Background: an optimization exercise with open tools, aiming at small area. Do not read the settings as production practice. At most, simulation tests tie the RTL to the original design; equivalence was not proved. Power and IR drop assume default switching activity.

## oak
Design pid_controller_clamped_unit, start of the top module:
module pid_controller_clamped_unit #(
  parameter int unsigned UPDATE_RATE_HZ = 30
) (
  input  wire                               clk_i,
  input  wire                               rst_ni,
  input  wire                               cfg_valid_i,
  output logic                              cfg_ready_o,
  input  wire  [pcc_pkg::CfgIdxW-1:0]       cfg_index_i,
  input  wire  [pcc_pkg::DataW-1:0]         cfg_data_i,
  input  wire                               in_valid_i,
  output logic                              in_ready_o,
  input  wire                               time_passed_i,
  input  wire  signed [pcc_pkg::DataW-1:0]  setpoint_i,
  input  wire  signed [pcc_pkg::DataW-1:0]  measured_i,
  output logic                              out_valid_o,
  input  wire                               out_ready_i,
  output logic signed [pcc_pkg::DataW-1:0]  drive_o
);
clock: 11.0 ns
lec_check: 0
cap_margin: 20
core_margin: 2
core_utilization: 60
cts_buf_list: sky130_fd_sc_hd__clkbuf_8
cts_cluster_diameter: 60
cts_cluster_size: 16
slew_margin: 20
standard.sh (not shown) runs the stock make flow with config.mk's settings and CLKGATE_MAP_FILE= SYNTH_SCRIPT=/design/flow/synth_recipe.tcl, a recipe that flattens the netlist after the stock synthesis.
==> flow/flow/run.sh <==
#!/bin/bash
# The standard layout with three changes:
#  - synthesis maps with an area-oriented ABC script (flow/abc_area.script in
#    place of ORFS's abc_speed.script; everything else in the scripts folder
#    is ORFS's own, copied unchanged);
#  - the port buffers are the smallest buffer cell;
#  - the clock tree is built from clkbuf_8 without dummy loads.
set -euo pipefail
here=$PWD
rm -rf "$here/scripts_area"
cp -r "$FLOW_HOME/scripts" "$here/scripts_area"
cp "$here/flow/abc_area.script" "$here/scripts_area/abc_speed.script"
export BUFFER_PORTS_ARGS="-buffer_cell sky130_fd_sc_hd__buf_1"
export CTS_ARGS="-sink_clustering_enable -repair_clock_nets -buf_list sky130_fd_sc_hd__clkbuf_8 -sink_clustering_size 16 -sink_clustering_max_diameter 60 -dont_use_dummy_load"
bash standard.sh "SCRIPTS_DIR=$here/scripts_area" finish > standard.log 2>&1
==> flow/flow/abc_area.script <==
&get -n
&st
&dch -f
&nf -a
&st
&syn2
&dch -f
&nf -a
&put
Modified inputs, pine compared to oak
--- a/flow/design.v
+++ b/flow/design.v
@@ -30,31 +30,32 @@
   localparam logic [2:0] Ph3    = 3'd3;
   localparam logic [2:0] Ph4    = 3'd4;
   logic signed [15:0] kp_q, ki_q, kd_q, mn_q, mx_q;
   logic        [4:0]  cv_q;     
   logic signed [15:0] prev_q;
   logic               sv_q;     
   logic               out_valid_q;
   logic        [15:0] drive_q;
   logic [2:0] ph_q, ph_d;
-  logic [5:0] n_q, n_d;
+  logic [4:0] g_q;                       
+  logic       rd_q;                       
+  logic [5:0] n_q;                        
   logic        br_e_q, br_d_q, br_30_q;   
   logic [4:0]  dl_q;                      
   logic [16:0] acc_q;                     
   logic        pd_q;                      
   logic [3:0]  r_q;                       
   logic        br_q_q;                    
   logic        cy_q;                      
   logic        br_l_q, br_h_q;            
   logic        lt_q, gt_q, inv_q;         
   logic [23:0] ra_q, rb_q;                
   logic        p_q;                       
-  logic [4:0]  g_q;                       
   logic        sgn_q;                     
   logic hold, first, jfirst, last;
   logic accept;
   assign cfg_ready_o = 1'b1;
   assign out_valid_o = out_valid_q;
   assign drive_o     = drive_q;
   assign hold        = !time_passed_i;
   always_ff @(posedge clk_i or negedge rst_ni) begin
     if (!rst_ni) begin
@@ -78,47 +79,43 @@
         3'd2: kd_q <= cfg_data_i;
         3'd3: mn_q <= cfg_data_i;
         3'd4: mx_q <= cfg_data_i;
         default: ;
       endcase
     end
   end
   always_comb begin
     ph_d = ph_q;
-    n_d  = n_q + 6'd1;
     last = 1'b0;
     unique case (ph_q)
-      Ph1: if (n_q >= 6'd32 && g_q == 5'd22) begin ph_d = Ph2; n_d = '0; end
-      Ph2: if (n_q == 6'd47) begin ph_d = Ph3; n_d = '0; end
-      Ph3: if (n_q == 6'd37) begin ph_d = Ph4; n_d = 6'd9; end
-      Ph4: if (n_q == 6'd24) begin ph_d = PhIdle; last = 1'b1; end
-      default: begin
-        ph_d = hold ? Ph4 : Ph1;
-        n_d  = hold ? 6'd9 : 6'd0;
-      end
+      Ph1: if (rd_q && g_q == 5'd23) ph_d = Ph2;
+      Ph2: if (rd_q && g_q == 5'd23) ph_d = Ph3;
+      Ph3: if (rd_q && g_q == 5'd23) ph_d = Ph4;
+      Ph4: if (rd_q && g_q == 5'd0) begin ph_d = PhIdle; last = 1'b1; end
+      default: if (g_q == 5'd23) ph_d = hold ? Ph4 : Ph1;
     endcase
-    if (ph_q == PhIdle && (!in_valid_i || out_valid_q)) begin
+    if (!in_valid_i || (ph_q == PhIdle && out_valid_q)) begin
       ph_d = PhIdle;
     end
-    if (!in_valid_i) begin
-      ph_d = PhIdle;
-    end
   end
   always_ff @(posedge clk_i or negedge rst_ni) begin
     if (!rst_ni) begin
       ph_q <= PhIdle;
+      rd_q <= 1'b0;
+      g_q  <= '0;
     end else begin
       ph_q <= ph_d;
-    end
-  end
-  always_ff @(posedge clk_i) begin
-    n_q <= n_d;
-  end
+      if (ph_q == PhIdle || ph_d == PhIdle) rd_q <= 1'b0;
+      else if (g_q == 5'd23) rd_q <= !rd_q;
+      g_q  <= (g_q == 5'd23) ? 5'd0 : g_q + 5'd1;
+    end
+  end
+  assign n_q = {1'b0, g_q} + (rd_q ? 6'd24 : 6'd0);
   assign in_ready_o = last;
   assign accept     = last && in_valid_i;
   assign first      = (n_q == 6'd0);
   assign jfirst     = (n_q == 6'd1);
   logic [63:0] sp_x, pv_x, prev_x;
   logic        sp_b, pv_b, prev_b;
   logic        e_b, dlt_b, d30_b;
   logic        a_b, b_b;
   assign sp_x   = {{48{setpoint_i[15]}}, setpoint_i};
@@ -224,43 +221,36 @@
       end
       Ph3: begin
         if (n_q == 6'd24) sgn_q <= i2_b;
         if (n_q >= 6'd9 && n_q <= 6'd24) drive_q <= {v_b, drive_q[15:1]};
         if (n_q == 6'd37) begin
           lt_q <= l_b;
           gt_q <= h_b;
         end
       end
-      Ph4: begin
+      Ph4: if (n_q >= 6'd9) begin
         drive_q <= {hold ? 1'b0 : gt_q ? hi_b : lt_q ? lo_b : drive_q[0],
                     drive_q[15:1]};
       end
       default: ;
     endcase
   end
   logic w_en, wr_b, ra_in, rb_in;
   assign w_en  = !first && (n_q <= 6'd24) && ((ph_q == Ph2) || (ph_q == Ph3));
   assign wr_b  = (ph_q == Ph3) ? i2_b : v_b;
   assign ra_in = (w_en &&  p_q) ? wr_b : ra_q[0];
   assign rb_in = (w_en && !p_q) ? wr_b : rb_q[0];
   always_ff @(posedge clk_i) begin
     ra_q <= {ra_in, ra_q[23:1]};
     rb_q <= {rb_in, rb_q[23:1]};
   end
   always_ff @(posedge clk_i or negedge rst_ni) begin
     if (!rst_ni) begin
-      g_q <= '0;
-    end else begin
-      g_q <= (g_q == 5'd23) ? 5'd0 : g_q + 5'd1;
-    end
-  end
-  always_ff @(posedge clk_i or negedge rst_ni) begin
-    if (!rst_ni) begin
       sv_q <= 1'b0;
     end else if (accept && !hold) begin
       sv_q <= 1'b1;
     end
   end
   always_ff @(posedge clk_i) begin
     if (accept && !hold) begin
       p_q    <= !p_q;
       prev_q <= measured_i;
Cmp oak and pine / non-clock buffer count / lower: oak
As far as clock network area share is concerned, pine and oak perform about the same.
Comparing oak and pine, area growth from synthesis to final layout is lower on oak.
pine against oak: count of inserted antenna diode cells did not really move; area after synthesis has decreased.
For hold slack, pine and oak come out practically identical.
Measured against pine, the maximum number of pins on one net before global-route repair of oak comes out at 1.17 times the reference value.
pine closes out successfully: all stages finished, all timing, DRC and antenna checks passed.
The part of the power in registers of pine exceeds that of oak by 17 points.
From oak to pine the numbers moved as follows: number of cells produced by synthesis decreased 36, initial core utilization went up 0.83 points.
Function not checked in oak: the RTL went through the layout flow alone.

========
Another version of the RTL of pid_controller_clamped_unit (not shown whole).
Size in the first run: roughly 600 cells after synthesis, about 220 flip-flops, roughly 76 I/O pins, roughly 8600 µm² of cells after synthesis.
export LEC_CHECK = 0
export CAP_MARGIN = 20
export CORE_MARGIN = 2
export CORE_UTILIZATION = 60
export CTS_BUF_LIST = sky130_fd_sc_hd__clkbuf_8
export CTS_CLUSTER_DIAMETER = 60
export CTS_CLUSTER_SIZE = 16
export SLEW_MARGIN = 20
create_clock -name core_clock -period 11.0 [get_ports {clk_i}]
Scripts as last shown in full above: flow/flow/run.sh, flow/flow/abc_area.script
Then changed:
--- a/flow/design.v
+++ b/flow/design.v
@@ -73,14 +73,14 @@
   always_ff @(posedge clk_i) begin
     if (cfg_valid_i) begin
       case (cfg_index_i)
         3'd0: kp_q <= cfg_data_i;
         3'd1: ki_q <= cfg_data_i;
         3'd2: kd_q <= cfg_data_i;
-        3'd3: mn_q <= cfg_data_i;
-        3'd4: mx_q <= cfg_data_i;
+        3'd3: mn_q <= {cfg_data_i[6:0], cfg_data_i[15:7]};
+        3'd4: mx_q <= {cfg_data_i[6:0], cfg_data_i[15:7]};
         default: ;
       endcase
     end
   end
   always_comb begin
     ph_d = ph_q;
@@ -152,39 +152,41 @@
   logic        x_b;
   assign k1     = (ph_q == Ph3) ? kp_q : ki_q;
   assign k1v    = (ph_q == Ph3) ? cv_q[0] : cv_q[1];
   assign op_a   = (e_b && k1v) ? k1 : 16'd0;
   assign op_b   = (d30_b && cv_q[2] && (ph_q == Ph3)) ? kd_q : 16'd0;
   assign acc_in = first ? 18'd0 : {acc_q[16], acc_q};
-  logic [17:0] ea, eb, cs_s, cs_c;
-  logic [18:0] rc;
+  logic [17:0] ea, eb, cs_s;
+  logic [16:0] cs_c;
+  logic [16:0] rc;
   assign ea   = {{2{op_a[15]}}, op_a};
   assign eb   = {{2{op_b[15]}}, op_b};
   assign cs_s = acc_in ^ ea ^ eb;
-  assign cs_c = (acc_in & ea) | (acc_in & eb) | (ea & eb);
-  assign rc[0] = 1'b0;
-  for (genvar i = 0; i < 18; i++) begin : g_rip
-    logic cb;
-    assign cb        = (i == 0) ? 1'b0 : cs_c[i-1];
-    assign sum[i]    = cs_s[i] ^ cb ^ rc[i];
-    assign rc[i+1]   = (cs_s[i] & cb) | (cs_s[i] & rc[i]) | (cb & rc[i]);
+  assign cs_c = (acc_in[16:0] & ea[16:0]) | (acc_in[16:0] & eb[16:0]) | (ea[16:0] & eb[16:0]);
+  assign rc[0]  = 1'b0;
+  assign sum[0] = cs_s[0];
+  for (genvar i = 1; i < 18; i++) begin : g_rip
+    assign sum[i] = cs_s[i] ^ cs_c[i-1] ^ rc[i-1];
+    if (i < 17) begin : g_c
+      assign rc[i] = (cs_s[i] & cs_c[i-1]) | (cs_s[i] & rc[i-1]) | (cs_c[i-1] & rc[i-1]);
+    end
   end
   assign x_b    = sum[0];
   always_ff @(posedge clk_i) begin
     acc_q <= sum[17:1];
     pd_q  <= x_b;
   end
   logic        i_b, lo_b, hi_b;
   assign i_b  = sv_q && (n_gt24 ? sgn_q : (p_q ? rb_q[0] : ra_q[0]));
   logic [3:0] mi;
   logic       m_in, m_top;
-  assign mi    = g_q[3:0] + 4'd7;
+  assign mi    = g_q[3:0];
   assign m_in  = n_mid;
   assign m_top = rd_q;                                 
-  assign lo_b = cv_q[3] && ((m_in && mn_q[mi]) || (m_top && mn_q[15]));
-  assign hi_b = cv_q[4] && ((m_in && mx_q[mi]) || (m_top && mx_q[15]));
+  assign lo_b = cv_q[3] && ((m_in && mn_q[mi]) || (m_top && mn_q[8]));
+  assign hi_b = cv_q[4] && ((m_in && mx_q[mi]) || (m_top && mx_q[8]));
   logic [3:0] r_add, r_inc, r_dec;
   assign r_inc = (r_q == 4'd14) ? 4'd0 : r_q + 4'd1;
   assign r_dec = (r_q == 4'd0) ? 4'd14 : r_q - 4'd1;
   assign r_add = !x_b ? r_q : n_32 ? r_dec : r_inc;
   logic br_q_in, q_b;
   assign br_q_in = br_q_q && !jfirst;
@@ -254,15 +256,21 @@
     if (!rst_ni) begin
       sv_q <= 1'b0;
     end else if (accept && !hold) begin
       sv_q <= 1'b1;
     end
   end
+  always_ff @(posedge clk_i or negedge rst_ni) begin
+    if (!rst_ni) begin
+      p_q <= 1'b0;
+    end else if (accept && !hold) begin
+      p_q <= !p_q;
+    end
+  end
   always_ff @(posedge clk_i) begin
     if (accept && !hold) begin
-      p_q    <= !p_q;
       prev_q <= measured_i;
     end
   end
   always_ff @(posedge clk_i or negedge rst_ni) begin
     if (!rst_ni) begin
       out_valid_q <= 1'b0;
Outcome: The changed run finished with timing, DRC and antenna clean; sequential power rises by about 3.6%; count of clock-buffer cells in the layout does not change; cell count goes up by about 1.8%; setup slack is better by 11 ps; clock skew came out lower by 16 ps; non-clock buffer count is lower by 1; via count climbs by about 4%; first-iteration DRC count grows by about 2.3%; final area barely changes; wire length rose by 5.4%; utilization went down by 0.19 points; total power is higher by 12%.

what the ideal ports hide:
No port has a modelled driver above. Below, the same layouts with a new extraction and two added sets of constraints. Step 1 assumes that a clkbuf_16 drives the clock port and a buf_2 every other input. Step 2 adds t to the input delays and takes it off the output delays; t is the mean of the earliest and latest rising clock arrival at the registers after step 1. Input paths then give back, and output paths get back, about the clock's delay inside the block. Slacks: no drivers / after step 1 / after step 2; pairs: no drivers / after step 1.
| run | t, ns | slack for setup (ns) | hold WS [ns] | cell pins on the clock port's net |
|---|---|---|---|---|
| oak | 0.532 | 0.406 / 0.423 / -0.109 | 0.331 / 0.331 / 0.331 | 1 |
| pine | 0.522 | 0.306 / 0.317 / -0.205 | 0.331 / 0.331 / 0.331 | 1 |
| the first run of note 2 | 0.516 | 0.507 / 0.522 / 0.006 | 0.329 / 0.329 / 0.329 | 1 |
| the second run of note 2 | 0.526 | 0.518 / 0.534 / 0.008 | 0.331 / 0.331 / 0.331 | 1 |
Met with ideal ports but missed after step 2: setup timing in oak and pine. For oak, which loses most, drivers alone change the setup slack by +0.017 ns; drivers and shift together by -0.515 ns.
